Context: an optimization exercise on an open-source flow, tuned for small area, a short achievable clock period and few clock cycles per item. The choices shown serve that exercise and are no tape-out recipe.
The RTL was checked by simulation tests, not by an equivalence proof against the original design.

## v40
// rgba_source_over_blend
module rgba_source_over_blend (
  input  logic        clk,
  input  logic        rst,
  input  logic        s_tvalid,
  output logic        s_tready,
  input  logic [63:0] s_tdata,
  output logic        m_tvalid,
  input  logic        m_tready,
  output logic [31:0] m_tdata
);
  logic go;
  logic sv;
  logic [31:0] skid;
  logic [31:0] res;
  logic res_v;
  assign s_tready = ~(m_tvalid & sv);
  logic [7:0]  fa, ba;
  logic [7:0]  m0 [3];
  logic [2:0]  n0;
  logic [7:0]  bc0 [3];
  logic        v0;
  always_ff @(posedge clk) begin
    if (rst) v0 <= 1'b0;
    else if (go) v0 <= s_tvalid;
  end
  always_ff @(posedge clk) if (go) begin
    fa <= s_tdata[31:24];
    ba <= s_tdata[63:56];
  end
  for (genvar c = 0; c < 3; c++) begin : g_s0
    logic [7:0] fc, bc;
    logic [8:0] df;
    logic [7:0] dn;
    assign fc = s_tdata[8*c +: 8];
    assign bc = s_tdata[32 + 8*c +: 8];
    assign df = {1'b0, fc} - {1'b0, bc};
    assign dn = bc - fc;
    logic [7:0] m;
    assign m = df[8] ? dn : df[7:0];
    always_ff @(posedge clk) if (go) begin
      n0[c]  <= df[8];
      m0[c]  <= m;
      bc0[c] <= bc;
    end
  end
  logic        dz;
  assign dz  = (fa == 8'd0) & (ba == 8'd0);
  logic dh_pp1;
  assign dh_pp1 = ba[0] & ~fa[0];
  logic dh_pp2;
  assign dh_pp2 = ba[0] & ~fa[1];
  logic dh_pp3;
  assign dh_pp3 = ba[0] & ~fa[2];
  logic dh_pp4;
  assign dh_pp4 = ba[0] & ~fa[3];
  logic dh_pp5;
  assign dh_pp5 = ba[0] & ~fa[4];
  logic dh_pp6;
  assign dh_pp6 = ba[0] & ~fa[5];
  logic dh_pp7;
  assign dh_pp7 = ba[0] & ~fa[6];
  logic dh_pp8;
  assign dh_pp8 = ba[0] & ~fa[7];
  logic dh_pp9;
  assign dh_pp9 = ba[1] & ~fa[0];
  logic dh_pp10;
  assign dh_pp10 = ba[1] & ~fa[1];
  logic dh_pp11;
  assign dh_pp11 = ba[1] & ~fa[2];
  logic dh_pp12;
  assign dh_pp12 = ba[1] & ~fa[3];
  logic dh_pp13;
  assign dh_pp13 = ba[1] & ~fa[4];
  logic dh_pp14;
  assign dh_pp14 = ba[1] & ~fa[5];
  logic dh_pp15;
  assign dh_pp15 = ba[1] & ~fa[6];
  logic dh_pp16;
  assign dh_pp16 = ba[1] & ~fa[7];
  logic dh_pp17;
  ...
For scale: roughly 690 flip-flops.
Settings: LEC_CHECK=0, CAP_MARGIN=20, CORE_MARGIN=2, CORE_UTILIZATION=40, SETUP_SLACK_MARGIN=5, SLEW_MARGIN=20; clock period 10.0 ns.
run.sh (not shown) runs the stock make flow with config.mk's settings and CLKGATE_MAP_FILE= SYNTH_SCRIPT=/design/flow/synth_recipe.tcl, a recipe that flattens the netlist after the stock synthesis.
Testbench counts of v40, summed over its fixed seeds: cycles 12,056, items 12,000.
Input-level comparison between v45 and v40:
Settings: an added CTS_BUF_LIST of sky130_fd_sc_hd__clkbuf_4 sky130_fd_sc_hd__clkbuf_8; an added ABC_AREA of 1; a change of SLEW_MARGIN from 20 to 0; a change of CAP_MARGIN from 20 to 0; an added PLACE_DENSITY of 0.75.
--- outcome ---
Of the two candidates, v40 has the better full die area and v45 the worse one.
v45 falls short of v40 in routed wire length.
v45 gives less global-route usage than v40 did.
Changes in v28 relative to v45:
Settings: removing PLACE_DENSITY (formerly 0.75).
Notes after the runs:
Diff v45 -> v28 | final period utilization | increase of 0.57 points
Diff v45 -> v28: via count went down about 0.8%; final critical-path setup slack went down 57 ps; number of antenna cells inserted went up 4; detailed route wirelength on metal3 went down 1.7 mm.
[compare] base=v45 new=v28: share of the synthesized area in compound gates (AO/OA/AOI/OAI) level.
Of the two values seen for launching instance or port of the critical path, d4[12] was produced by v28 and d5[14] by v45.
Of v45 and v28, the higher worst slew margin relative to its limit belongs to v45.
Looking at v45 and v28, the instance area at placement is a wash.

## separate check: timing with driven ports
Ports are ideal in the flow. The routed layouts listed here were re-timed in OpenROAD.
Step 1, drivers: a clkbuf_16 drives clk and a buf_2 each remaining input, both assumed.
Step 2 times the ports against the registers' clock, not the clock port: input delays grow and output delays shrink by t, the midpoint of the rising clock arrivals with the driver on.
Three values: no drivers, after step 1, after step 2; two values: the first two.
run | shift t [ns] | slack for setup (ns) | worst hold slack (ns) | worst setup path at the end | worst data-port slew with drivers (ns)
v40 | 0.750 | 4.653 / 4.653 / 4.491 | 0.407 / 0.407 / 0.407 | input to register | 0.16
v45 | 0.907 | 5.261 / 5.261 / 5.224 | 0.383 / 0.383 / 0.383 | input to register | 0.05
v28 | 0.917 | 5.204 / 5.204 / 5.023 | 0.387 / 0.387 / 0.387 | input to register | 0.06
After both steps setup and hold are still met in every run listed. The setup slack of v28, which loses most, moves by 0.000 ns with the drivers and by -0.181 ns with both steps.
